Source: an optimization exercise on an open RTL-to-GDS flow (aim: small area, a short achievable clock period and few clock cycles per item). Production flows keep margins and buffers that such runs may drop.
Only simulation tests tie the RTL to the original design; equivalence was not proved.

==> flow/design.v, too long to show whole: its modules and the start of the top module <==
// module cmult_conj: 3707 lines
// module ks_add: 31 lines
// module ks_add_hi: 51 lines
// module ifft_butterfly_stage: 112 lines
module ifft_butterfly_stage #(
   parameter int DW = 16,
   parameter int TW = 16,
   parameter int OW = 18
) (
   input  logic                 clk,
   input  logic                 rst,
   input  logic                 in_valid,
   output logic                 in_ready,
   input  logic signed [DW-1:0] in1_real,
   input  logic signed [DW-1:0] in1_imag,
   input  logic signed [DW-1:0] in2_real,
   input  logic signed [DW-1:0] in2_imag,
   input  logic signed [TW-1:0] twiddle_real,
   input  logic signed [TW-1:0] twiddle_imag,
   output logic                 out_valid,
   input  logic                 out_ready,
   output logic signed [OW-1:0] out1_real,
   output logic signed [OW-1:0] out1_imag,
   output logic signed [OW-1:0] out2_real,
   output logic signed [OW-1:0] out2_imag,
   output logic                 sat
);
  // ...
==> flow/flow/run.sh <==
#!/bin/bash
# Layout flow: the standard flow with three changes.
#  1. Synthesis is the standard flow's synthesis script (synth_recipe.tcl, ORFS synth.tcl) with one change:
#     the final ABC technology mapping uses flow/abc_map.script (the classic delay-targeted
#     mapper) instead of ORFS's abc_speed.script. Registers are mapped before ABC runs, so they
#     are the same as the standard synthesis's.
#  2. flow/fixpol.py then removes inverters around full-adder cells by complementing full adders
#     (all three inputs and both outputs) and swapping xor2/xnor2 cells. Registers, ports and
#     the logic function are unchanged.
#  3. Ports are buffered with buf_4 cells instead of the default delay-buffer cells.
# Each tool's output goes to a log file of its own in this folder.
set -euo pipefail
R=orfs/results/sky130hd/ifft_butterfly_stage/base
rm -rf synth_scripts
cp -r "$FLOW_HOME/scripts" synth_scripts
chmod -R u+w synth_scripts
cp flow/abc_map.script synth_scripts/abc_speed.script
bash standard.sh SCRIPTS_DIR="$PWD/synth_scripts" synth > log_synth.txt 2>&1
cp "$R/1_2_yosys.v" synth_abc.v
python3 flow/fixpol.py synth_abc.v "$R/1_2_yosys.v" > log_fixpol.txt 2>&1
export BUFFER_PORTS_ARGS="-buffer_cell sky130_fd_sc_hd__buf_4"
bash standard.sh finish > log_finish.txt 2>&1
==> flow/flow/abc_map.script <==
strash
dch -f
map -D 1200
topo
stime -c
buffer -c
upsize -c
dnsize -c
==> flow/flow/fixpol.py <==
#!/usr/bin/env python3
"""Remove inverters around full-adder cells in a flat Yosys netlist of sky130_fd_sc_hd cells.

A full adder with every input complemented computes the complement of both outputs, so each
fa cell may be "flipped": fed the complements of its inputs, its outputs then carry the
complements of its logical sum and carry. xor2 and xnor2 cells may likewise swap type to
complement their output. This picks flips by local search to need as few inverters as possible,
then rewrites the netlist: every inverter (inv_N) in the netlist is removed and one inv_1 is
made for each signal that some pin needs in the polarity its driver does not give.
Registers, ports and all other cells keep exactly the logic values they had.

usage: fixpol.py IN.v OUT.v
"""
import re
import sys

src = open(sys.argv[1]).read()

m = re.search(r"\bmodule\s+(\w+)\s*\((.*?)\);", src, re.S)
modname = m.group(1)
body_start = m.end()
endm = src.rindex("endmodule")
body = src[body_start:endm]

# statements of the module body
stmts = [s.strip() for s in body.split(";")]
decls = []
cells = []  # (type, name, [(pin, net)])
inst_re = re.compile(r"^(\S+)\s+(\S+)\s*\((.*)\)$", re.S)
pin_re = re.compile(r"\.(\w+)\s*\(\s*([^()]*?)\s*\)")
ports_out = set()
ports_in = set()
for s in stmts:
    if not s:
        continue
    if re.match(r"^(input|output|wire|inout)\b", s):
        decls.append(s)
        mm = re.match(r"^(input|output)\s+(\[(\d+):(\d+)\]\s+)?(\S+)$", s)
        if mm:
            kind, _, hi, lo, name = mm.groups()
            names = [name] if hi is None else [f"{name}[{i}]" for i in range(int(lo), int(hi) + 1)]
            (ports_out if kind == "output" else ports_in).update(names)
        continue
    if s.startswith("assign"):
        sys.exit("fixpol: assign statements are not handled")
    mm = inst_re.match(s)
    if not mm:
        sys.exit(f"fixpol: cannot parse statement: {s[:80]}")
    typ, name, pins = mm.groups()
    cells.append([typ, name, pin_re.findall(pins)])

OUTPINS = {"X", "Y", "Q", "Q_N", "SUM", "COUT", "HI", "LO"}


def short(t):
    return t.replace("sky130_fd_sc_hd__", "")


def is_inv(t):
    return re.fullmatch(r"inv_\d+", short(t)) is not None


def is_fa(t):
    return re.fullmatch(r"fa_\d+", short(t)) is not None


def is_x2(t):
    return re.fullmatch(r"x(n?)or2_\d+", short(t)) is not None


driver = {}  # net -> (cell index, pin)
for ci, (t, n, pins) in enumerate(cells):
    for p, net in pins:
        if p in OUTPINS:
            driver[net] = (ci, p)

inv_of = {}  # inverter output net -> input net
for ci, (t, n, pins) in enumerate(cells):
    if is_inv(t):
        d = dict(pins)
        inv_of[d["Y"]] = d["A"]


def lit(net):
    pol = 0
    while net in inv_of:
        net = inv_of[net]
        pol ^= 1
    return net, pol


# Inverters whose output is a port stay as they are (the port keeps its own driver).
keep_inv = set()
for ci, (t, n, pins) in enumerate(cells):
    if is_inv(t) and dict(pins)["Y"] in ports_out:
        keep_inv.add(ci)

# Flippable objects: fa cells (inputs and outputs), xor2/xnor2 cells (output only).
flip_id = {}
for ci, (t, n, pins) in enumerate(cells):
    if is_fa(t) or is_x2(t):
        flip_id[ci] = len(flip_id)
x = [0] * len(flip_id)

# consumers: list of (root, base_pol, flipper or None)
# a consumer of a fa input pin needs root^base_pol^x[fa]; a fixed consumer needs root^base_pol.
uses = {}  # root -> list of (base_pol, flipper)
pin_lit = {}  # (ci, pin) -> (root, pol)
for ci, (t, n, pins) in enumerate(cells):
    if is_inv(t) and ci not in keep_inv:
        continue
    for p, net in pins:
        if p in OUTPINS:
            continue
        if net.startswith("1'") or net == "":
            continue
        r, pol = lit(net)
        pin_lit[(ci, p)] = (r, pol)
        f = flip_id[ci] if is_fa(t) else None
        uses.setdefault(r, []).append((pol, f))
# output ports that are driven through an inverter chain without a kept inverter are not
# possible (the chain ends at a kept inverter); ports driven directly count as a fixed use
for pnet in ports_out:
    if pnet in driver and not is_inv(cells[driver[pnet][0]][0]):
        uses.setdefault(pnet, []).append((0, None))


def avail(root):
    """Polarity the physical net of root carries (0: the logical value)."""
    d = driver.get(root)
    if d is None:
        return 0
    ci = d[0]
    if ci in flip_id:
        return x[flip_id[ci]]
    return 0


def root_cost(root):
    a = avail(root)
    for pol, f in uses.get(root, []):
        need = pol ^ (x[f] if f is not None else 0)
        if need != a:
            return 1
    return 0


# roots each flipper touches: its output roots and its input roots
touch = [set() for _ in flip_id]
for ci, fi in flip_id.items():
    for p, net in cells[ci][2]:
        if p in OUTPINS:
            touch[fi].add(net)
        elif (ci, p) in pin_lit and is_fa(cells[ci][0]):
            touch[fi].add(pin_lit[(ci, p)][0])

roots_all = set(uses)
before = sum(root_cost(r) for r in roots_all)
n_inv_before = sum(1 for t, n, p in cells if is_inv(t))
improved = True
passes = 0
while improved and passes < 50:
    improved = False
    passes += 1
    for fi in range(len(x)):
        rs = touch[fi]
        c0 = sum(root_cost(r) for r in rs)
        x[fi] ^= 1
        c1 = sum(root_cost(r) for r in rs)
        if c1 < c0:
            improved = True
        else:
            x[fi] ^= 1
# simulated annealing on top of the greedy result (deterministic seed)
import math, random
rng = random.Random(12345)
cur = sum(root_cost(r) for r in roots_all)
best = cur
best_x = list(x)
n = len(x)
if n:
    steps = 3000000
    for k in range(steps):
        T = 0.6 * (1 - k / steps) + 0.01
        fi = rng.randrange(n)
        rs = touch[fi]
        c0 = sum(root_cost(r) for r in rs)
        x[fi] ^= 1
        c1 = sum(root_cost(r) for r in rs)
        dlt = c1 - c0
        if dlt <= 0 or rng.random() < math.exp(-dlt / T):
            cur += dlt
            if cur < best:
                best = cur
                best_x = list(x)
        else:
            x[fi] ^= 1
    x[:] = best_x
after = sum(root_cost(r) for r in roots_all)

# Rewrite.
new_cells = []
new_wires = []
inv_net = {}  # root -> net carrying the complement of the physical net of root


def phys(root, need):
    """Net carrying logical value root^need."""
    if need == avail(root):
        return root
    if root not in inv_net:
        nn = f"_fixpol_{len(inv_net)}_"
        inv_net[root] = nn
        new_wires.append(nn)
    return inv_net[root]


for ci, (t, n, pins) in enumerate(cells):
    if is_inv(t) and ci not in keep_inv:
        continue
    newpins = []
    for p, net in pins:
        if p in OUTPINS or (ci, p) not in pin_lit:
            newpins.append((p, net))
            continue
        r, pol = pin_lit[(ci, p)]
        need = pol ^ (x[flip_id[ci]] if is_fa(t) else 0)
        newpins.append((p, phys(r, need)))
    if is_x2(t) and x[flip_id[ci]]:
        if "__xor2_" in t:
            t = t.replace("__xor2_", "__xnor2_")
            newpins = [("Y" if p == "X" else p, net) for p, net in newpins]
        else:
            t = t.replace("__xnor2_", "__xor2_")
            newpins = [("X" if p == "Y" else p, net) for p, net in newpins]
    new_cells.append((t, n, newpins))

for pnet in ports_out:
    d = driver.get(pnet)
    if d is not None and not is_inv(cells[d[0]][0]) and avail(pnet) != 0:
        sys.exit(f"fixpol: port {pnet} would change polarity")

for i, (root, nn) in enumerate(sorted(inv_net.items(), key=lambda kv: kv[1])):
    new_cells.append(("sky130_fd_sc_hd__inv_1", f"_fixpol_inv_{i}_", [("A", root), ("Y", nn)]))

out = [src[:body_start], "\n"]
for d in decls:
    out.append(f"  {d} ;\n")
for w in new_wires:
    out.append(f"  wire {w};\n")
for t, n, pins in new_cells:
    pl = ",\n".join(f"    .{p}({net}{' ' if net.startswith(chr(92)) else ''})" for p, net in pins)
    out.append(f"  {t} {n} (\n{pl}\n  );\n")
out.append("endmodule\n")
open(sys.argv[2], "w").write("".join(out))
flipped = sum(x)
sys.stderr.write(
    f"fixpol: {len(flip_id)} flippable cells, {flipped} flipped, {passes} passes; "
    f"inverters {n_inv_before} -> {len(inv_net) + len(keep_inv)} "
    f"(needed-complement roots {before} -> {after})\n"
)
==> flow/standard.sh <==
#!/bin/bash
# synth_recipe.tcl (not shown) runs the flow's synth.tcl, then flattens the netlist and writes it again
# the make line also repeats each setting of config.mk as NAME=value (left out here)
make -C /OpenROAD-flow-scripts/flow DESIGN_CONFIG=/design/flow/config.mk WORK_HOME=/design/flow/orfs CLKGATE_MAP_FILE= SYNTH_SCRIPT=/design/flow/synth_recipe.tcl "${@:-finish}"
==> flow/config.mk <==
export PLATFORM = sky130hd
export DESIGN_NAME = ifft_butterfly_stage
export DESIGN_NICKNAME = ifft_butterfly_stage
export VERILOG_FILES = /design/flow/design.v
export SDC_FILE = /design/flow/constraint.sdc
export NUM_CORES = 4
export LEC_CHECK = 0
export CAP_MARGIN = 20
export CORE_MARGIN = 2
export CORE_UTILIZATION = 55
export SETUP_SLACK_MARGIN = 4.0
export SLEW_MARGIN = 20
export TNS_END_PERCENT = 20
==> flow/constraint.sdc <==
create_clock -name core_clock -period 7.5 [get_ports {clk}]
set_input_delay 1.5000 -clock core_clock [delete_from_list [all_inputs] [get_ports {clk}]]
set_output_delay 1.5000 -clock core_clock [all_outputs]
set_load 0.01 [all_outputs]
==> out/results.ini, run 1 <==
[global_route]
antenna_found_initial = 1
grt_pass1_vias = 32762
grt_usage = 0.388
grt-busiest-layer = met2
use_met1 = 0.471

[timing]
rsz0062_at_grt = true

[setup_path]
cp_cell_sequence = inv_1 -> buf_6 -> o22ai_1 -> xor2_1 -> fa_1 -> inv_1 -> fa_1 -> fa_1 -> fa_1
crit_cells = 9

[placed_design]
dp_cells = 4497

[clock_network]
post_cts_buffers = 65
cts_inserted_buffers = 49

[cells_and_area]
multi_input_area_sq_mm = 0.0254
seq_area_sq_mm = 0.0121
final_area_sq_mm = 0.0459
nNetsFinal = 4471
antenna_cells = 0

[drt]
wl_mm = 145
routed_via_density = 6.74
wl_met3_mm = 22.3

[outcome]
status = complete, no violations

[synth]
avgSynthCellArea_sq_um = 10.9

[floorplanning]
die-area_sq_mm = 0.0732

Testbench counts, summed over its fixed seeds: cycles 16,024, items 16,000.
==> inputs of run 2 (changes only) <==
--- a/flow/flow/run.sh
+++ b/flow/flow/run.sh
@@ -1,9 +1,9 @@
 #!/bin/bash
 # Layout flow: the standard flow with three changes.
 #  1. Synthesis is the standard flow's synthesis script (synth_recipe.tcl, ORFS synth.tcl) with one change:
-#     the final ABC technology mapping uses flow/abc_map.script (the classic delay-targeted
-#     mapper) instead of ORFS's abc_speed.script. Registers are mapped before ABC runs, so they
-#     are the same as the standard synthesis's.
+#     the final ABC technology mapping uses flow/abc_map.script (ORFS's own mapping passes, then
+#     the classic delay-targeted mapper) instead of ORFS's abc_speed.script. Registers are mapped
+#     before ABC runs, so they are the same as the standard synthesis's.
 #  2. flow/fixpol.py then removes inverters around full-adder cells by complementing full adders
 #     (all three inputs and both outputs) and swapping xor2/xnor2 cells. Registers, ports and
 #     the logic function are unchanged.
==> flow/flow/abc_map.script (replaced) <==
&get -n
&st
&dch
&nf
&st
&syn2
&if -g -K 6
&synch2
&nf
&put
strash
dch -f
map -D 1200
topo
stime -c
buffer -c
upsize -c
dnsize -c
==> run 2 against run 1 <==
Still clean. Synthesized area is 2.1% lower. Register-to-register slack worse by 0.09 ns.
==> out/results.ini, run 2 <==
[floorplanning]
coreArea_sq_mm = 0.0687  ; was 0.0701 sq mm
die-height_um = 268  ; was 271 um
fp-row-count = 96  ; was 97
start_util = 0.557  ; about the same
die_w_um = 268  ; was 271 um
die-area_sq_mm = 0.0717  ; was 0.0732 sq mm
num_io_pins = 175  ; unchanged

[setup_path]
crit_fanout = 9  ; was 32
cp_top_family = adder cells  ; unchanged
cp_cell_sequence = clkinvlp_4 -> buf_4 -> buf_6 -> o22ai_2 -> xor2_1 -> fa_1 -> fa_1 -> fa_2 -> fa_1  ; was inv_1 -> buf_6 -> o22ai_1 -> xor2_1 -> fa_1 -> inv_1 -> fa_1 -> fa_1 -> fa_1
slowest_delay_ns = 0.68  ; was 0.67 ns
endpoint_kind = flop  ; unchanged
crit_path_top_delay_cell = fa_2  ; was fa_1
critPathArrivalTime_ns = 4.09  ; was 4.02 ns
crit_buf_inv = 3  ; unchanged
required_ns = 7.86  ; was 7.87 ns
cp-start-kind = flop  ; unchanged
cpMostUsedCell = fa_1  ; unchanged
worstSetupPathType = reg -> reg  ; unchanged

[synth]
netlist_instances = 3480  ; was 3,588
ys_warn_count = 4  ; unchanged
mappedNetlistArea_sq_mm = 0.0383  ; was 0.0391 sq mm
synth_nets = 4230  ; was 4,338
avgSynthCellArea_sq_um = 11.0  ; was 10.9 sq um

[min_path]
hold_path.class = reg -> reg  ; unchanged

[cells_and_area]
layout-drive-gt1-share = 0.164  ; was 0.166
layout_commonest_cell = o22ai_1  ; unchanged
mostFrequentLayoutCells = o22ai_1, fa_1, edfxtp_1  ; unchanged
top_regs = pi3_q x19, pr3_q x19  ; unchanged
nNetsFinal = 4374  ; was 4,471
area_delta_synth_final_pct = 16.7  ; was 17.3%

[clock_network]
hold_buffers = 0  ; unchanged
cts_inserted_buffers = 48  ; was 49
clkTransAtPathRegs_ns = 0.06  ; about the same
htree_num_levels = 2  ; unchanged
clkLatencyLatePin_ns = 0.62  ; was 0.64 ns
clockBufferDepth = 3  ; unchanged
cts_tree = done  ; unchanged
clock-sinks = 404  ; unchanged
cts-root-buf = clkbuf_16  ; unchanged

[drt]
post-route-drc-count = 0  ; unchanged
first_iter_violations = 3880  ; was 4,491
wl_per_cell_um = 28.6  ; was 30.8 um
routed_via_density = 6.52  ; was 6.74
vias = 29945  ; was 31.7k
firstDrtPassIters = 10  ; unchanged
ant_nets = 0  ; unchanged
wl_mm = 132  ; was 145 mm

[placed_design]
io_buffer_count = 174  ; unchanged
gp_congestion = 1.01  ; was 0.930
dp_slack_ns = 2.77  ; was 2.85 ns
dp_hpwl_mm = 81.1  ; was 85.5 mm

[timing]
max_freq_mhz = 268  ; was 274 MHz
period_share = 0.498  ; was 0.486
hold_violations = 0  ; unchanged
drv_slew = 0  ; unchanged
slew_headroom = 0.332  ; was 0.363
finalSetupViolCount = 0  ; unchanged
worstMarginPinSlew_ns = 1.00  ; was 0.955 ns
fin_skew_ns = 0.0244  ; was 0.0381 ns
fin_tns_setup_ns = 0  ; unchanged
min_period_ns = 3.73  ; was 3.65 ns
rsz0062_at_grt = true  ; unchanged
final.setup.worst_slack_ns = 3.77  ; was 3.85 ns

[run]
cap_violations = 0  ; unchanged

[global_route]
overflow = 0  ; unchanged
grt_pass1_vias = 31060  ; was 32.8k
antenna_found_initial = 1  ; unchanged
grt_usage = 0.366  ; was 0.388
grt_max_degree = 136  ; was 168
grt_pass1_wl_mm = 193  ; was 209 mm

[outcome]
status = complete, no violations  ; unchanged

==> run 2: metrics by stage <==
stage	hold WS (ns)	cell area [sq um]	std cells	util
finish	0.410	44600	4594	0.650
global route	0.426	44600	4593	0.650
CTS	0.414	43600	4560	0.634
detailed placement	0.405	40400	4409	0.588
global placement	0.403	40400	4409	0.588
floorplan	0.400	38300	3480	-
==> run 2: worst reg2reg max path, cell delays in order (launching register included) <==
cell        delay, ns
edfxtp_1         0.53
clkinvlp_4       0.15
buf_4            0.16
buf_6            0.16
o22ai_2          0.13
xor2_1           0.21
fa_1             0.49
fa_1             0.55
fa_2             0.68
fa_1             0.41
==> run 2: path summary, 6_finish.rpt <==
check | from | end | slack [ns] | cells past startpoint
worst min register to register | si1_q[4] | si2_q[4] | 0.41 | 0
worst min-delay path | si1_q[4] | si2_q[4] | 0.41 | 0
worst max register to register | twor_q[2] | uMult.re_q20_0 | 3.77 | 9
min in group asynchronous | rst | sat_q | 0.78 | 2
max in group asynchronous | rst | v1_q | 6.56 | 2
worst max-delay path | twor_q[2] | uMult.re_q20_0 | 3.77 | 9
==> run 2: cell type report <==
type,count,area [sq um]
Sequential cell,404,12100
Inverter,302,1280
Fill cell,5420,24100
Clock buffer,57,1230
Clock inverter,31,479
Antenna cell,1,2.50
Multi-Input combinational cell,2511,24800
Timing Repair Buffer,357,3530
Tap cell,931,1160
==> run 2: metal layers <==
layer / track usage / up-vias / part of all wire
li1: - / 12300 / -
met1: 0.470 / 14650 / 0.36
met2: 0.552 / 2321 / 0.43
met3: 0.117 / 670 / 0.14
met4: 0.205 / 4 / 0.072
met5: 0 / - / 0.00022
==> run 2: timing repair <==
action,CTS,global route
endpoints found under the setup margin,223,154
cloned,3,6
pin swaps,69,114
gates resized for setup,232,143
setup buffers,60,27
==> inputs of run 3 (changes only) <==
--- a/flow/config.mk
+++ b/flow/config.mk
@@ -8,6 +8,6 @@
 export CAP_MARGIN = 20
 export CORE_MARGIN = 2
 export CORE_UTILIZATION = 55
-export SETUP_SLACK_MARGIN = 4.0
+export SETUP_SLACK_MARGIN = 4.1
 export SLEW_MARGIN = 20
-export TNS_END_PERCENT = 20
+export TNS_END_PERCENT = 100
==> run 3 against run 2 <==
Sequential share of layout area shrank 1.6 points. Wire length grew 9.1%. Clock-buffer cell count shrank 2. Critical path depth shrank 2. Still clean. Critical endpoint is now uMult.re_q21_0. First-iteration DRC count grew 20%.
==> out/results.ini, run 3 <==
[timing]
drv_slew = 0  ; unchanged
worstMarginPinSlew_ns = 1.05  ; was 1.00 ns
slew_headroom = 0.301  ; was 0.332
hold_violations = 0  ; unchanged
max_freq_mhz = 261  ; was 268 MHz
hold_ws_ns = 0.416  ; was 0.410 ns
rsz0062_at_grt = true  ; unchanged
fin_skew_ns = 0.0396  ; was 0.0244 ns
finalSetupViolCount = 0  ; unchanged
min_period_ns = 3.83  ; was 3.73 ns
period_share = 0.511  ; was 0.498

[synth]
avgSynthCellArea_sq_um = 11.0  ; unchanged
synth_nets = 4230  ; unchanged
mappedNetlistArea_sq_mm = 0.0383  ; unchanged
ys_warn_count = 4  ; unchanged
netlist_instances = 3480  ; unchanged

[setup_path]
worstReg2RegEnd = uMult.re_q21_0  ; was uMult.re_q20_0
cp-start-kind = flop  ; unchanged
slowest_delay_ns = 0.59  ; was 0.68 ns
crit_path_top_delay_cell = fa_2  ; unchanged
cp_top_family = adder cells  ; unchanged
worstSetupPathType = reg -> reg  ; unchanged
cpMostUsedCell = fa_1  ; unchanged
required_ns = 7.87  ; was 7.86 ns
cp_cell_sequence = buf_6 -> o21ai_1 -> xor2_2 -> fa_1 -> fa_2 -> fa_1 -> fa_1  ; was clkinvlp_4 -> buf_4 -> buf_6 -> o22ai_2 -> xor2_1 -> fa_1 -> fa_1 -> fa_2 -> fa_1
crit_buf_inv = 1  ; was 3
critPathArrivalTime_ns = 4.21  ; was 4.09 ns
worst_r2r_startpoint = oner_q[2]  ; was twor_q[2]
rr_worst_depth = 7  ; was 9
crit_fanout = 3  ; was 9
endpoint_kind = flop  ; unchanged
r2r_slack_ns = 3.67  ; was 3.77 ns

[drt]
routed_via_density = 6.71  ; was 6.52
first_iter_violations = 4670  ; was 3,880
wl_mm = 144  ; was 132 mm
firstDrtPassIters = 11  ; was 10
ant_nets = 0  ; unchanged
post-route-drc-count = 0  ; unchanged
wl_per_cell_um = 30.6  ; was 28.6 um
vias = 31437  ; was 29.9k

[cells_and_area]
layout_commonest_cell = fa_1  ; was o22ai_1
layout-drive-gt1-share = 0.243  ; was 0.164
nNetsFinal = 4468  ; was 4,374
mostFrequentLayoutCells = fa_1, o22ai_1, edfxtp_1  ; was o22ai_1, fa_1, edfxtp_1
area_delta_synth_final_pct = 24.2  ; was 16.7%
top_regs = pi3_q x19, pr3_q x19  ; unchanged
instances_no_fill = 4687  ; was 4,594

[outcome]
status = complete, no violations  ; unchanged

[floorplanning]
die-height_um = 268  ; unchanged
coreArea_sq_mm = 0.0687  ; unchanged
fp-row-count = 96  ; unchanged
start_util = 0.557  ; unchanged
die-area_sq_mm = 0.0717  ; unchanged
num_io_pins = 175  ; unchanged
die_w_um = 268  ; unchanged

[min_path]
holdPathStages = 0  ; unchanged
hold_path_end = si2_q[15]  ; was si2_q[4]
hold_path.class = reg -> reg  ; unchanged
hold_start = si1_q[15]  ; was si1_q[4]

[clock_network]
clockBufferDepth = 3  ; unchanged
cts_inserted_buffers = 46  ; was 48
clkLatencyLatePin_ns = 0.63  ; was 0.62 ns
clock-sinks = 404  ; unchanged
cts-root-buf = clkbuf_16  ; unchanged
htree_num_levels = 2  ; unchanged
hold_buffers = 0  ; unchanged
clkTransAtPathRegs_ns = 0.07  ; was 0.06 ns
cts_tree = done  ; unchanged

[placed_design]
io_buffer_count = 174  ; unchanged
gp_congestion = 0.949  ; was 1.01
dp_hpwl_mm = 81.7  ; was 81.1 mm
dp_cells = 4399  ; was 4,409

[global_route]
grt_max_degree = 146  ; was 136
antenna_found_initial = 1  ; unchanged
grt_pass1_wl_mm = 202  ; was 193 mm
grt_usage = 0.387  ; was 0.366
grt_pass1_vias = 31670  ; was 31.1k
overflow = 0  ; unchanged

[run]
cap_violations = 0  ; unchanged

run 3: layout make-up:
type	instances	area, sq um
antenna	3	7.51
timing repair inverter	8	105
sequential	404	12100
tap	931	1160
multi-input combinational	2514	26200
timing repair buffer	442	4950
fill	5011	21200
inverter	302	1490
clock buffer	55	1200
clock inverter	28	263
run 3: timing repair:
action	4_1_cts	5_1_grt
endpoints found under the setup margin	233	163
buffers inserted	114	48
resized for setup	401	362
pin swaps	129	214
gates cloned	18	22
run 3: worst max-delay path by stage:
stage	from	to	slack [ns]	cells past startpoint
after floorplan	out_ready	di1_q[10]	-0.54	2
after global placement	negr_q[4]	uMult.re_q22_0	2.99	7
after detailed placement	negr_q[4]	uMult.re_q17_0	2.90	7
after CTS	onei_q[3]	uMult.re_q14_0	3.91	8
after global routing	oner_q[2]	uMult.re_q21_0	3.68	7
final	oner_q[2]	uMult.re_q21_0	3.67	7
run 3: metal layers:
layer  part of all wire  global-route usage
met2               0.41               0.562
met4              0.081               0.227
met3               0.16               0.165
met1               0.35               0.482
met5             0.0013              0.0155
run 3: stage by stage:
stage                     TNS (ns)  instance area (sq um)   util  setup WS, ns
final                            0                  47500  0.692          3.67
after global routing             0                  47500  0.692          3.68
after CTS                        0                  44900  0.653          3.91
after detailed placement         0                  40400  0.588          2.90
after global placement           0                  40400  0.588          2.99
after floorplan            -214.58                  38400      -        -0.536
==> inputs of run 4 (changes only) <==
==> flow/config.mk (replaced) <==
export PLATFORM = sky130hd
export DESIGN_NAME = ifft_butterfly_stage
export DESIGN_NICKNAME = ifft_butterfly_stage
export VERILOG_FILES = /design/flow/design.v
export SDC_FILE = /design/flow/constraint.sdc
export NUM_CORES = 4
export LEC_CHECK = 0
export CAP_MARGIN = 40
export CORE_MARGIN = 2
export CORE_UTILIZATION = 55
export SETUP_SLACK_MARGIN = 4.0
export SLEW_MARGIN = 60
export TNS_END_PERCENT = 20
==> run 4 against run 3 <==
Critical path depth increased by 1. Worst setup slack improved by 0.12 ns. Synthesized cell count unchanged. Largest cell class unchanged. Highest routed layer unchanged.
==> out/results.ini, run 4 <==
[outcome]
status = complete, no violations  ; unchanged

[setup_path]
required_ns = 7.86  ; was 7.87 ns
worstSetupPathType = reg -> reg  ; unchanged
rr_worst_depth = 8  ; was 7
worstReg2RegEnd = uMult.re_q14_0  ; was uMult.re_q21_0
crit_fanout = 16  ; was 3
crit_cells = 8  ; was 7
cp_top_family = adder cells  ; unchanged
critPathArrivalTime_ns = 4.07  ; was 4.21 ns
crit_buf_inv = 2  ; was 1
cpMostUsedCell = fa_1  ; unchanged
endpoint_kind = flop  ; unchanged
cp-start-kind = flop  ; unchanged
worst_r2r_startpoint = onei_q[0]  ; was oner_q[2]
cp_cell_sequence = inv_2 -> buf_12 -> o22ai_1 -> xnor2_2 -> fa_1 -> fa_2 -> fa_1 -> fa_1  ; was buf_6 -> o21ai_1 -> xor2_2 -> fa_1 -> fa_2 -> fa_1 -> fa_1
crit_path_top_delay_cell = fa_2  ; unchanged
r2r_slack_ns = 3.79  ; was 3.67 ns
slowest_delay_ns = 0.68  ; was 0.59 ns

[drt]
wl_per_cell_um = 28.7  ; was 30.6 um
ant_nets = 0  ; unchanged
first_iter_violations = 3855  ; was 4,670
post-route-drc-count = 0  ; unchanged
wl_mm = 131  ; was 144 mm
firstDrtPassIters = 9  ; was 11
vias = 30037  ; was 31.4k
routed_via_density = 6.58  ; was 6.71

[clock_network]
hold_buffers = 0  ; unchanged
cts-root-buf = clkbuf_16  ; unchanged
clkLatencyLatePin_ns = 0.63  ; about the same
clock-sinks = 404  ; unchanged
htree_num_levels = 2  ; unchanged
cts_tree = done  ; unchanged
clkTransAtPathRegs_ns = 0.07  ; about the same
clockBufferDepth = 3  ; unchanged
cts_inserted_buffers = 46  ; unchanged

[floorplanning]
die-height_um = 268  ; unchanged
fp-row-count = 96  ; unchanged
num_io_pins = 175  ; unchanged
coreArea_sq_mm = 0.0687  ; unchanged
die_w_um = 268  ; unchanged
die-area_sq_mm = 0.0717  ; unchanged
start_util = 0.557  ; unchanged

[timing]
max_freq_mhz = 269  ; was 261 MHz
rsz0062_at_grt = true  ; unchanged
worstMarginPinSlew_ns = 0.555  ; was 1.05 ns
fin_skew_ns = 0.0410  ; was 0.0396 ns
period_share = 0.495  ; was 0.511
hold_violations = 0  ; unchanged
drv_slew = 0  ; unchanged
finalSetupViolCount = 0  ; unchanged
slew_headroom = 0.628  ; was 0.301
min_period_ns = 3.71  ; was 3.83 ns

[global_route]
overflow = 0  ; unchanged
grt_max_degree = 79  ; was 146
grt_usage = 0.365  ; was 0.387
grt_pass1_wl_mm = 193  ; was 202 mm
grt_pass1_vias = 31048  ; was 31.7k
antenna_found_initial = 2  ; was 1

[placed_design]
dp_hpwl_mm = 81.6  ; was 81.7 mm
dp_cells = 4415  ; was 4,399
gp_congestion = 1.01  ; was 0.949
io_buffer_count = 174  ; unchanged

[cells_and_area]
area_delta_synth_final_pct = 15.2  ; was 24.2%
instances_no_fill = 4567  ; was 4,687
top_regs = pi3_q x19, pr3_q x19  ; unchanged
layout_commonest_cell = o22ai_1  ; was fa_1
layout-drive-gt1-share = 0.149  ; was 0.243
mostFrequentLayoutCells = o22ai_1, fa_1, edfxtp_1  ; was fa_1, o22ai_1, edfxtp_1
nNetsFinal = 4348  ; was 4,468
final_util = 0.641  ; was 0.692

[min_path]
hold_path.class = reg -> reg  ; unchanged
holdPathStages = 0  ; unchanged
hold_path_end = si2_q[4]  ; was si2_q[15]
hold_start = si1_q[4]  ; was si1_q[15]

[synth]
mappedNetlistArea_sq_mm = 0.0383  ; unchanged
netlist_instances = 3480  ; unchanged
synth_nets = 4230  ; unchanged
avgSynthCellArea_sq_um = 11.0  ; unchanged
ys_warn_count = 4  ; unchanged

[run]
cap_violations = 0  ; unchanged

==> run 4: cell count changes in the layout (fill, tap and decap cells not counted), moves of 30 or more <==
| cell | delta |
|---|---|
| buf_12 | -38 |
| o22ai_1 | +79 |
| xor2_1 | +30 |
| nand2_1 | +33 |
| o22ai_2 | -51 |
| buf_4 | -56 |
==> run 4: worst max-delay path by stage <==
| stage | slack, ns | startpoint | to |
|---|---|---|---|
| floorplan | -0.54 | out_ready | di1_q[10] |
| CTS | 3.93 | twoi_q[2] | uMult.re_q20_0 |
| global route | 3.79 | uMult.re_q13_1 | pr3_q[15] |
| detailed placement | 3.29 | twor_q[5] | uMult.re_q25_0 |
| global placement | 2.90 | negr_q[4] | uMult.re_q24_0 |
| finish | 3.79 | onei_q[0] | uMult.re_q14_0 |
==> run 4: area by class of cell <==
| class | count | area [sq um] |
|---|---|---|
| diodes | 1 | 2.50 |
| clock buffers | 54 | 1200 |
| clock inverters | 31 | 388 |
| fillers | 5470 | 24600 |
| inverters | 302 | 1320 |
| multi-input cells | 2511 | 24500 |
| flip-flops and latches | 404 | 12100 |
| well taps | 931 | 1160 |
| repair buffers | 332 | 3330 |
| repair inverters | 1 | 8.76 |
==> run 4: timing repair <==
item                                    in CTS  in global routing
gates resized for setup                    245                 66
hold endpoints to repair                     0                  0
cloned                                       4                  2
pin swaps                                   73                 58
endpoints found under the setup margin     184                133
buffers inserted                            48                 10
==> run 4: through the flow <==
stage          hold slack (ns)  area, sq um  TNS, ns  worst slack (ns)
2_1_floorplan            0.400        38300  -214.71            -0.537
3_3_place_gp             0.403        40400        0              2.90
3_5_place_dp             0.405        40600        0              3.29
4_1_cts                  0.414        43600        0              3.93
5_1_grt                  0.421        44100        0              3.79
6_report                 0.414        44100        0              3.79
==> run 4: metal layers <==
metal | track usage | part of all wire | vias to the layer above
li1 | - | - | 12223
met3 | 0.108 | 0.14 | 708
met4 | 0.210 | 0.073 | 4
met1 | 0.472 | 0.36 | 14711
met5 | 0.0142 | 0.00019 | -
met2 | 0.550 | 0.43 | 2391
==> inputs of run 5 (changes only) <==
--- a/flow/flow/run.sh
+++ b/flow/flow/run.sh
@@ -7,7 +7,7 @@
 #  2. flow/fixpol.py then removes inverters around full-adder cells by complementing full adders
 #     (all three inputs and both outputs) and swapping xor2/xnor2 cells. Registers, ports and
 #     the logic function are unchanged.
-#  3. Ports are buffered with buf_4 cells instead of the default delay-buffer cells.
+#  3. Ports are buffered with buf_2 cells instead of the default delay-buffer cells.
 # Each tool's output goes to a log file of its own in this folder.
 set -euo pipefail
 R=orfs/results/sky130hd/ifft_butterfly_stage/base
@@ -18,5 +18,5 @@
 bash standard.sh SCRIPTS_DIR="$PWD/synth_scripts" synth > log_synth.txt 2>&1
 cp "$R/1_2_yosys.v" synth_abc.v
 python3 flow/fixpol.py synth_abc.v "$R/1_2_yosys.v" > log_fixpol.txt 2>&1
-export BUFFER_PORTS_ARGS="-buffer_cell sky130_fd_sc_hd__buf_4"
+export BUFFER_PORTS_ARGS="-buffer_cell sky130_fd_sc_hd__buf_2"
 bash standard.sh finish > log_finish.txt 2>&1
--- a/flow/config.mk
+++ b/flow/config.mk
@@ -5,9 +5,9 @@
 export SDC_FILE = /design/flow/constraint.sdc
 export NUM_CORES = 4
 export LEC_CHECK = 0
-export CAP_MARGIN = 40
+export CAP_MARGIN = 20
 export CORE_MARGIN = 2
-export CORE_UTILIZATION = 55
+export CORE_UTILIZATION = 62
 export SETUP_SLACK_MARGIN = 4.0
-export SLEW_MARGIN = 60
+export SLEW_MARGIN = 20
 export TNS_END_PERCENT = 20
==> run 5 against run 4 <==
Die area decreased by 11%. Critical path type unchanged. Register-to-register slack worse by 0.08 ns. Final cell count shrank 1.3%.
==> out/results.ini, run 5 <==
[outcome]
status = complete, no violations  ; unchanged

[placed_design]
gp_congestion = 0.981  ; was 1.01
io_buffer_count = 174  ; unchanged
dpl_cell_area_sq_mm = 0.0398  ; was 0.0406 sq mm
dp_hpwl_mm = 79.2  ; was 81.6 mm
dp_cells = 4267  ; was 4,415

[synth]
ys_warn_count = 4  ; unchanged
avgSynthCellArea_sq_um = 11.0  ; unchanged
synth_nets = 4230  ; unchanged
netlist_instances = 3480  ; unchanged
mappedNetlistArea_sq_mm = 0.0383  ; unchanged

[cells_and_area]
top_regs = pi3_q x19, pr3_q x19  ; unchanged
mostFrequentLayoutCells = o22ai_1, fa_1, edfxtp_1  ; unchanged
area_delta_synth_final_pct = 18.0  ; was 15.2%
instances_no_fill = 4509  ; was 4,567
nNetsFinal = 4434  ; was 4,348
layout-drive-gt1-share = 0.193  ; was 0.149
final_area_sq_mm = 0.0452  ; was 0.0441 sq mm
layout_commonest_cell = o22ai_1  ; unchanged
final_util = 0.736  ; was 0.641

[run]
cap_violations = 0  ; unchanged

[min_path]
hold_path_end = sr3_q[15]  ; was si2_q[4]
hold_start = sr2_q[15]  ; was si1_q[4]
holdPathStages = 0  ; unchanged
hold_path.class = reg -> reg  ; unchanged

[timing]
worstMarginPinSlew_ns = 0.969  ; was 0.555 ns
slew_headroom = 0.354  ; was 0.628
finalSetupViolCount = 0  ; unchanged
hold_ws_ns = 0.413  ; was 0.414 ns
max_freq_mhz = 264  ; was 269 MHz
fin_skew_ns = 0.0366  ; was 0.0410 ns
drv_slew = 0  ; unchanged
period_share = 0.506  ; was 0.495
hold_violations = 0  ; unchanged
rsz0062_at_grt = true  ; unchanged
min_period_ns = 3.79  ; was 3.71 ns

[drt]
wl_mm = 134  ; was 131 mm
ant_nets = 0  ; unchanged
vias = 31084  ; was 30.0k
wl_per_cell_um = 29.8  ; was 28.7 um
routed_via_density = 6.89  ; was 6.58
first_iter_violations = 4152  ; was 3,855
post-route-drc-count = 0  ; unchanged
firstDrtPassIters = 10  ; was 9

[clock_network]
clkLatencyLatePin_ns = 0.63  ; about the same
cts_inserted_buffers = 46  ; unchanged
cts-root-buf = clkbuf_16  ; unchanged
cts_tree = done  ; unchanged
hold_buffers = 0  ; unchanged
clockBufferDepth = 3  ; unchanged
clock-sinks = 404  ; unchanged
clkTransAtPathRegs_ns = 0.06  ; was 0.07 ns
htree_num_levels = 2  ; unchanged

[setup_path]
cp_cell_sequence = buf_4 -> o21ai_2 -> xor2_4 -> fa_1 -> fa_1 -> fa_1 -> fa_1  ; was inv_2 -> buf_12 -> o22ai_1 -> xnor2_2 -> fa_1 -> fa_2 -> fa_1 -> fa_1
endpoint_kind = flop  ; unchanged
cp-start-kind = flop  ; unchanged
worstReg2RegEnd = uMult.im_q21_0  ; was uMult.re_q14_0
rr_worst_depth = 7  ; was 8
crit_fanout = 3  ; was 16
r2r_slack_ns = 3.71  ; was 3.79 ns
critPathArrivalTime_ns = 4.13  ; was 4.07 ns
crit_path_top_delay_cell = fa_1  ; was fa_2
required_ns = 7.84  ; was 7.86 ns
slowest_delay_ns = 0.63  ; was 0.68 ns
cpMostUsedCell = fa_1  ; unchanged
worst_r2r_startpoint = onei_q[2]  ; was onei_q[0]
worstSetupPathType = reg -> reg  ; unchanged

[floorplanning]
die_w_um = 252  ; was 268 um
num_io_pins = 175  ; unchanged
fp-row-count = 91  ; was 96
die-height_um = 252  ; was 268 um
coreArea_sq_mm = 0.0614  ; was 0.0687 sq mm
start_util = 0.624  ; was 0.557
die-area_sq_mm = 0.0637  ; was 0.0717 sq mm

[global_route]
grt_pass1_vias = 31524  ; was 31.0k
grt_usage = 0.414  ; was 0.365
overflow = 0  ; unchanged
antenna_found_initial = 4  ; was 2
grt_max_degree = 189  ; was 79
grt_pass1_wl_mm = 194  ; was 193 mm

-- run 5: final cells by class --
class | count | area [sq um]
Sequential cell | 404 | 12100
Multi-Input combinational cell | 2511 | 25300
Timing Repair inverter | 7 | 61.3
Inverter | 302 | 1380
Antenna cell | 3 | 7.51
Timing Repair Buffer | 412 | 3870
Tap cell | 790 | 988
Fill cell | 4223 | 16200
Clock inverter | 23 | 282
Clock buffer | 57 | 1210
-- run 5: repair_timing --
action / CTS / global route
resized for setup: 284 / 210
pin swaps: 119 / 139
cloned: 13 / 10
buffers inserted: 105 / 30
setup endpoints to repair: 215 / 274
-- run 5: worst max path at each step --
| stage | to | cells after the start | startpoint |
|---|---|---|---|
| floorplan | di1_q[10] | 2 | out_ready |
| global placement | uMult.re_q19_0 | 7 | negr_q[2] |
| detailed placement | uMult.re_q19_0 | 7 | negr_q[2] |
| CTS | uMult.im_q17_0 | 10 | twor_q[3] |
| global route | uMult.im_q21_0 | 7 | onei_q[2] |
| finish | uMult.im_q21_0 | 7 | onei_q[2] |
-- run 5: worst max-delay path: cells and delay by family, from the launching register on --
kind                     cells  cell delay (ns)
flip-flops                   1             0.51
buffers and inverters        1             0.20
AO/OA/AOI/OAI                1             0.60
XOR/XNOR                     1             0.18
adder cells (fa/ha/maj)      4             2.02
-- run 5: routing by layer --
metal	track usage	wire [um]	up-vias
met2	0.608	56200	2652
met3	0.180	21600	910
met5	0	69	-
met4	0.248	11000	8
li1	-	-	12410
met1	0.508	45200	15104
-- run 5: per-stage QoR --
| stage | setup TNS, ns | setup WS (ns) |
|---|---|---|
| 6_report | 0 | 3.71 |
| 5_1_grt | 0 | 3.71 |
| 4_1_cts | 0 | 3.92 |
| 3_5_place_dp | 0 | 2.97 |
| 3_3_place_gp | 0 | 3.01 |
| 2_1_floorplan | -214.71 | -0.537 |
==> inputs of run 6 (changes only) <==
==> flow/flow/run.sh (replaced) <==
#!/bin/bash
# Layout flow: the standard flow, with changes between synthesis and placement.
#  1. After the standard synthesis, flow/fixpol.py removes inverters around full-adder cells by
#     complementing full adders (all three inputs and both outputs) and swapping xor2/xnor2
#     cells. Registers, ports and the logic function are unchanged.
#  2. flow/fadec.py replaces the full-adder cells on the slowest paths (by a rough delay model)
#     with xor2/xor2/mux2 so that the latest input is one gate from the outputs, and gives the
#     in_ready port its own copy of its driving gate. Registers, ports and function unchanged.
#  3. Ports are buffered with buf_4 cells instead of the default delay-buffer cells.
# Each tool's output goes to a log file of its own in this folder.
set -euo pipefail
R=orfs/results/sky130hd/ifft_butterfly_stage/base
bash standard.sh synth > log_synth.txt 2>&1
cp "$R/1_2_yosys.v" synth_standard.v
python3 flow/fixpol.py synth_standard.v synth_fixpol.v > log_fixpol.txt 2>&1
python3 flow/fadec.py synth_fixpol.v "$R/1_2_yosys.v" 3.4 > log_fadec.txt 2>&1
export BUFFER_PORTS_ARGS="-buffer_cell sky130_fd_sc_hd__buf_4"
bash standard.sh finish > log_finish.txt 2>&1
==> flow/flow/fadec.py (new file) <==
#!/usr/bin/env python3
"""Speed up timing-critical full adders in a flat Yosys netlist of sky130_fd_sc_hd cells.

A fa cell's sum and carry take about 0.55 ns and 0.44 ns from any input. For each fa cell on a
path that a rough delay model finds too slow for the target period, the cell is replaced by
    t    = xor2(x, y)          (x, y: the two inputs that arrive first)
    sum  = xor2(t, z)          (z: the input that arrives last)
    cout = mux2(t ? z : x)
which computes the same sum and carry, with z only one gate from either output.
It also gives the in_ready port a driver of its own (a copy of the gate that drives it), so the
port does not wait on the high-fanout enable net that the same gate drives.
Registers, ports and the logic function are unchanged.

usage: fadec.py IN.v OUT.v TARGET_NS
"""
import re
import sys

src = open(sys.argv[1]).read()
target = float(sys.argv[3])

m = re.search(r"\bmodule\s+(\w+)\s*\((.*?)\);", src, re.S)
body_start = m.end()
endm = src.rindex("endmodule")
body = src[body_start:endm]
stmts = [s.strip() for s in body.split(";")]
decls = []
cells = []
inst_re = re.compile(r"^(\S+)\s+(\S+)\s*\((.*)\)$", re.S)
pin_re = re.compile(r"\.(\w+)\s*\(\s*([^()]*?)\s*\)")
ports_out = set()
ports_in = set()
for s in stmts:
    if not s:
        continue
    if re.match(r"^(input|output|wire|inout)\b", s):
        decls.append(s)
        mm = re.match(r"^(input|output)\s+(\[(\d+):(\d+)\]\s+)?(\S+)$", s)
        if mm:
            kind, _, hi, lo, name = mm.groups()
            names = [name] if hi is None else [f"{name}[{i}]" for i in range(int(lo), int(hi) + 1)]
            (ports_out if kind == "output" else ports_in).update(names)
        continue
    if s.startswith("assign"):
        sys.exit("fadec: assign statements are not handled")
    mm = inst_re.match(s)
    if not mm:
        sys.exit(f"fadec: cannot parse statement: {s[:80]}")
    typ, name, pins = mm.groups()
    cells.append([typ, name, pin_re.findall(pins)])

OUTPINS = {"X", "Y", "Q", "Q_N", "SUM", "COUT", "HI", "LO"}
SEQ = re.compile(r"__(e?dfx|dfr|dfs|sdf|edf|dlx|dfb)")


def short(t):
    return t.replace("sky130_fd_sc_hd__", "")


def delay(t, pin):
    s = short(t)
    if s.startswith("fa_"):
        return 0.55 if pin == "SUM" else 0.44
    if s.startswith("ha_"):
        return 0.35 if pin == "SUM" else 0.28
    if s.startswith(("xor2", "xnor2")):
        return 0.22
    if s.startswith("mux2"):
        return 0.30
    if s.startswith(("inv", "buf", "clkbuf")):
        return 0.08
    return 0.18


driver = {}
loads = {}
for ci, (t, n, pins) in enumerate(cells):
    for p, net in pins:
        if p in OUTPINS:
            driver[net] = (ci, p)
        else:
            loads.setdefault(net, []).append((ci, p))

is_seq = [bool(SEQ.search(t)) for t, n, p in cells]
CLK2Q = 0.40
IN_ARR = 0.95      # input delay less clock latency
SETUP = 0.28
OUT_REQ = -0.9     # output delay plus clock latency, taken off the period

split = {}   # cell index -> (x, y, z) ordering


def cell_arcs(ci):
    """[(out_net, out_delay_fn)] for timing: returns list of (in_net, out_net, delay)."""
    t, n, pins = cells[ci]
    d = dict(pins)
    if ci in split:
        x, y, z = split[ci]
        arcs = []
        for a in (x, y):
            arcs.append((a, d["SUM"], 0.44))
            arcs.append((a, d["COUT"], 0.52))
        arcs.append((z, d["SUM"], 0.22))
        arcs.append((z, d["COUT"], 0.30))
        return arcs
    arcs = []
    for p, net in pins:
        if p in OUTPINS:
            for pp, nn in pins:
                if pp not in OUTPINS:
                    arcs.append((nn, net, delay(t, p)))
    return arcs


def timing():
    arr = {}
    order = []
    seen = set()
    # iterative DFS topological order over combinational cells
    fanin = {}
    for ci in range(len(cells)):
        if is_seq[ci]:
            continue
        for a, o, dl in cell_arcs(ci):
            fanin.setdefault(o, []).append((a, dl))
    memo = {}

    def arrv(net):
        stack = [(net, 0)]
        while stack:
            nn, st = stack.pop()
            if nn in memo:
                continue
            d = driver.get(nn)
            if d is None or is_seq[d[0]]:
                memo[nn] = IN_ARR if (d is None and nn in ports_in) else (CLK2Q if d else 0.0)
                continue
            fi = fanin.get(nn, [])
            if st == 0:
                stack.append((nn, 1))
                for a, dl in fi:
                    if a not in memo:
                        stack.append((a, 0))
            else:
                memo[nn] = max([memo.get(a, 0.0) + dl for a, dl in fi] or [0.0])
        return memo[net]

    for net in driver:
        arrv(net)
    # required times, reverse topological: process nets by decreasing arrival
    req = {}
    fanout = {}
    for o, lst in fanin.items():
        for a, dl in lst:
            fanout.setdefault(a, []).append((o, dl))
    ends = {}
    for net, ls in loads.items():
        r = float("inf")
        for ci, p in ls:
            if is_seq[ci]:
                r = min(r, target - SETUP)
        if net in ports_out:
            r = min(r, target + OUT_REQ)
        ends[net] = r
    for net in ports_out:
        ends[net] = min(ends.get(net, float("inf")), target + OUT_REQ)
    for net in sorted(memo, key=lambda k: -memo[k]):
        r = ends.get(net, float("inf"))
        for o, dl in fanout.get(net, []):
            r = min(r, req.get(o, float("inf")) - dl)
        req[net] = r
    return memo, req


arr, req = timing()
worst0 = min(req[n] - arr[n] for n in arr)
for it in range(400):
    cand = []
    for ci, (t, n, pins) in enumerate(cells):
        if short(t).startswith("fa_") and ci not in split:
            d = dict(pins)
            sl = min(req[d["SUM"]] - arr[d["SUM"]], req[d["COUT"]] - arr[d["COUT"]])
            if sl < 0:
                cand.append((sl, ci))
    if not cand:
        break
    cand.sort()
    for sl, ci in cand[:8]:
        d = dict(cells[ci][2])
        ins = sorted([d["A"], d["B"], d["CIN"]], key=lambda nn: arr.get(nn, 0.0))
        split[ci] = tuple(ins)
    arr, req = timing()
worst1 = min(req[n] - arr[n] for n in arr)

new_cells = []
new_wires = []
ndec = 0
for ci, (t, n, pins) in enumerate(cells):
    if ci in split:
        d = dict(pins)
        x, y, z = split[ci]
        tn = f"_fadec_t{ndec}_"
        new_wires.append(tn)
        new_cells.append(("sky130_fd_sc_hd__xor2_1", f"_fadec_x{ndec}_", [("A", x), ("B", y), ("X", tn)]))
        new_cells.append(("sky130_fd_sc_hd__xor2_1", f"_fadec_s{ndec}_", [("A", tn), ("B", z), ("X", d["SUM"])]))
        new_cells.append(("sky130_fd_sc_hd__mux2_1", f"_fadec_c{ndec}_", [("A0", x), ("A1", z), ("S", tn), ("X", d["COUT"])]))
        ndec += 1
        continue
    new_cells.append((t, n, pins))

# in_ready gets a driver of its own
dup = 0
for pnet in ("in_ready",):
    if pnet in driver and loads.get(pnet):
        ci, p = driver[pnet]
        t, n, pins = cells[ci]
        if not is_seq[ci]:
            inner = "_fadec_inready_"
            new_wires.append(inner)
            # the original gate now drives the internal loads on a new net
            for k, (tt, nn, pp) in enumerate(new_cells):
                if nn == n:
                    new_cells[k] = (tt, nn, [(q, inner if (q in OUTPINS and net == pnet) else net) for q, net in pp])
                else:
                    new_cells[k] = (tt, nn, [(q, inner if (q not in OUTPINS and net == pnet) else net) for q, net in pp])
            new_cells.append((t, "_fadec_inready_drv_", list(pins)))
            dup = 1

out = [src[:body_start], "\n"]
for dcl in decls:
    out.append(f"  {dcl} ;\n")
for w in new_wires:
    out.append(f"  wire {w};\n")


def fmt(net):
    return net + (" " if net.startswith("\\") else "")


for t, n, pins in new_cells:
    pl = ",\n".join(f"    .{p}({fmt(net)})" for p, net in pins)
    out.append(f"  {t} {n} (\n{pl}\n  );\n")
out.append("endmodule\n")
open(sys.argv[2], "w").write("".join(out))
nfa = sum(1 for t, n, p in cells if short(t).startswith("fa_"))
sys.stderr.write(f"fadec: target {target} ns, model worst slack {worst0:.2f} ns before, {worst1:.2f} after; "
                 f"{ndec} of {nfa} fa cells split; in_ready driver copied: {dup}\n")
--- a/flow/config.mk
+++ b/flow/config.mk
@@ -7,7 +7,7 @@
 export LEC_CHECK = 0
 export CAP_MARGIN = 20
 export CORE_MARGIN = 2
-export CORE_UTILIZATION = 62
+export CORE_UTILIZATION = 55
 export SETUP_SLACK_MARGIN = 4.0
 export SLEW_MARGIN = 20
 export TNS_END_PERCENT = 20
removed: flow/flow/abc_map.script
==> run 6 against run 5 <==
Clock-buffer cell count down 11. Synthesized cell count grew 2.5%. Still clean. Sequential share of layout area is 0.46 points lower. Fmax up 0.13%. Non-clock buffer count fell by 33. Die area grew 17%.
==> out/results.ini, run 6 <==
[drt]
first_iter_violations = 2831  ; was 4,152
vias = 29589  ; was 31.1k
ant_nets = 0  ; unchanged
wl_mm = 123  ; was 134 mm
wl_per_cell_um = 26.3  ; was 29.8 um
routed_via_density = 6.33  ; was 6.89
firstDrtPassIters = 9  ; was 10
post-route-drc-count = 0  ; unchanged

[setup_path]
worstSetupPathType = reg -> reg  ; unchanged
endpoint_kind = flop  ; unchanged
critPathArrivalTime_ns = 4.16  ; was 4.13 ns
required_ns = 7.87  ; was 7.84 ns
cp_cell_sequence = xor2_2 -> xor2_1 -> xor2_1 -> mux2_4 -> ha_4 -> a211oi_4 -> o211ai_1 -> o31a_1 -> a311oi_2 -> nand2b_1 -> a211o_1 -> a21o_1 -> a21oi_2 -> xnor2_1  ; was buf_4 -> o21ai_2 -> xor2_4 -> fa_1 -> fa_1 -> fa_1 -> fa_1
cpMostUsedCell = xor2_1  ; was fa_1
crit_fanout = 5  ; was 3
cp-start-kind = flop  ; unchanged
slowest_delay_ns = 0.43  ; was 0.63 ns
crit_path_top_delay_cell = edfxtp_1  ; was fa_1

[clock_network]
cts_tree = done  ; unchanged
htree_num_levels = 2  ; unchanged
cts-root-buf = clkbuf_16  ; unchanged
cts_inserted_buffers = 46  ; unchanged
hold_buffers = 0  ; unchanged
clkLatencyLatePin_ns = 0.62  ; was 0.63 ns
clkTransAtPathRegs_ns = 0.06  ; about the same
clockBufferDepth = 3  ; unchanged
clock-sinks = 404  ; unchanged

[global_route]
grt_usage = 0.324  ; was 0.414
overflow = 0  ; unchanged
grt_max_degree = 173  ; was 189
grt_pass1_wl_mm = 184  ; was 194 mm
grt_pass1_vias = 30815  ; was 31.5k
antenna_found_initial = 6  ; was 4

[floorplanning]
num_io_pins = 175  ; unchanged
fp-row-count = 98  ; was 91
coreArea_sq_mm = 0.0716  ; was 0.0614 sq mm
die_w_um = 273  ; was 252 um
die-area_sq_mm = 0.0746  ; was 0.0637 sq mm
start_util = 0.556  ; was 0.624
die-height_um = 273  ; was 252 um

[timing]
rsz0062_at_grt = true  ; unchanged
fin_skew_ns = 0.0265  ; was 0.0366 ns
slew_headroom = 0.331  ; was 0.354
hold_violations = 0  ; unchanged
max_freq_mhz = 264  ; about the same
hold_ws_ns = 0.414  ; was 0.413 ns
drv_slew = 0  ; unchanged
period_share = 0.505  ; was 0.506
worstMarginPinSlew_ns = 1.00  ; was 0.969 ns
min_period_ns = 3.79  ; about the same
fin_tns_setup_ns = 0  ; unchanged
finalSetupViolCount = 0  ; unchanged

[cells_and_area]
mostFrequentLayoutCells = a22oi_1, xor2_1, xnor2_1  ; was o22ai_1, fa_1, edfxtp_1
layout-drive-gt1-share = 0.164  ; was 0.193
top_regs = pi3_q x19, pr3_q x19  ; unchanged
nNetsFinal = 4266  ; was 4,434
area_delta_synth_final_pct = 15.3  ; was 18.0%
fillCellCount = 5685  ; was 4,223

[outcome]
status = complete, no violations  ; unchanged

[placed_design]
dp_hpwl_mm = 73.9  ; was 79.2 mm
gp_congestion = 0.867  ; was 0.981
io_buffer_count = 174  ; unchanged

[synth]
netlist_instances = 3566  ; was 3,480
ys_warn_count = 4  ; unchanged
synth_nets = 4152  ; was 4,230
mappedNetlistArea_sq_mm = 0.0398  ; was 0.0383 sq mm
avgSynthCellArea_sq_um = 11.2  ; was 11.0 sq um

[min_path]
hold_path.class = reg -> reg  ; unchanged

[run]
cap_violations = 0  ; unchanged

==> run 6: worst max-delay path: cells and delay by family, from the launching register on <==
family          cells  cell delay [ns]
flops               1             0.43
mux                 1             0.34
xor+xnor            4             0.77
simple gates        1             0.16
fa+ha+maj           1             0.25
compound gates      7             1.59
==> run 6: repair_timing <==
item	in CTS	in global routing
setup endpoints to repair	215	134
resized for setup	153	169
pin swaps	43	86
gates cloned	2	3
buffers inserted	68	43
==> run 6: worst paths after layout <==
check	from	end	slack (ns)	cells after the start
setup / recovery	uMult.im_q16_2	pi3_q[18]	3.71	14
hold / removal	si2_q[9]	si3_q[9]	0.41	0
max in group asynchronous	rst	v3_q	6.59	2
min in group asynchronous	rst	v1_q	0.76	2
hold reg to reg	si2_q[9]	si3_q[9]	0.41	0
setup reg to reg	uMult.im_q16_2	pi3_q[18]	3.71	14
==> run 6: stage by stage <==
step	worst slack [ns]	instances	area [sq um]	utilization
2_1_floorplan	2.59	3566	39900	-
3_3_place_gp	3.17	4466	41900	0.585
3_5_place_dp	3.15	4466	41900	0.585
4_1_cts	3.73	4622	44800	0.626
5_1_grt	3.57	4668	46000	0.642
6_report	3.71	4671	46000	0.642
==> run 6: area by class of cell <==
cell class | count | area, sq um | share of cell area
clock inverters | 40 | 500 | 0.0109
repair buffers | 379 | 3620 | 0.0788
well taps | 950 | 1190 | 0.0259
diodes | 3 | 7.51 | 0.000163
multi-input cells | 2712 | 26900 | 0.584
clock buffers | 46 | 1150 | 0.0250
flip-flops and latches | 404 | 12100 | 0.264
inverters | 137 | 518 | 0.0113
==> run 6: routing by layer <==
| metal | vias to the layer above | track usage | share of wire |
|---|---|---|---|
| li1 | 12744 | - | - |
| met5 | - | 0 | 0.00022 |
| met2 | 1683 | 0.519 | 0.46 |
| met1 | 14720 | 0.409 | 0.38 |
| met3 | 438 | 0.0786 | 0.11 |
| met4 | 4 | 0.164 | 0.051 |

static timing again, ports no longer ideal:
Ports are ideal in the flow. The routed layouts listed here were re-timed in OpenROAD. Step 1 sets driving cells, clkbuf_16 on the clock port and buf_2 on the other inputs (assumed; they add their load-dependent delay and slew). Step 2 moves the port delays by t, midway between the first and last clock arrival at a register: inputs arrive t later, outputs are due t later. That takes back most of the time a late clock gives input paths. Three values: ideal ports, drivers, drivers and shift; two values: the first two.
run	t (ns)	setup slack, ns	worst register clock-pin slew, ns	worst slew at a driven data input, ns
run 1	0.689	3.853 / 3.853 / 3.618	0.07 / 0.07	0.06
run 2	0.679	3.768 / 3.768 / 3.650	0.07 / 0.07	0.07
run 3	0.676	3.666 / 3.666 / 3.530	0.07 / 0.07	0.07
run 4	0.679	3.787 / 3.787 / 3.648	0.08 / 0.08	0.06
run 5	0.681	3.706 / 3.706 / 3.374	0.08 / 0.08	0.06
run 6	0.670	3.711 / 3.711 / 3.343	0.07 / 0.07	0.12
After both steps every run listed still meets setup and hold. The setup slack of run 6, which loses most, moves by 0.000 ns with the drivers and by -0.368 ns with both steps.
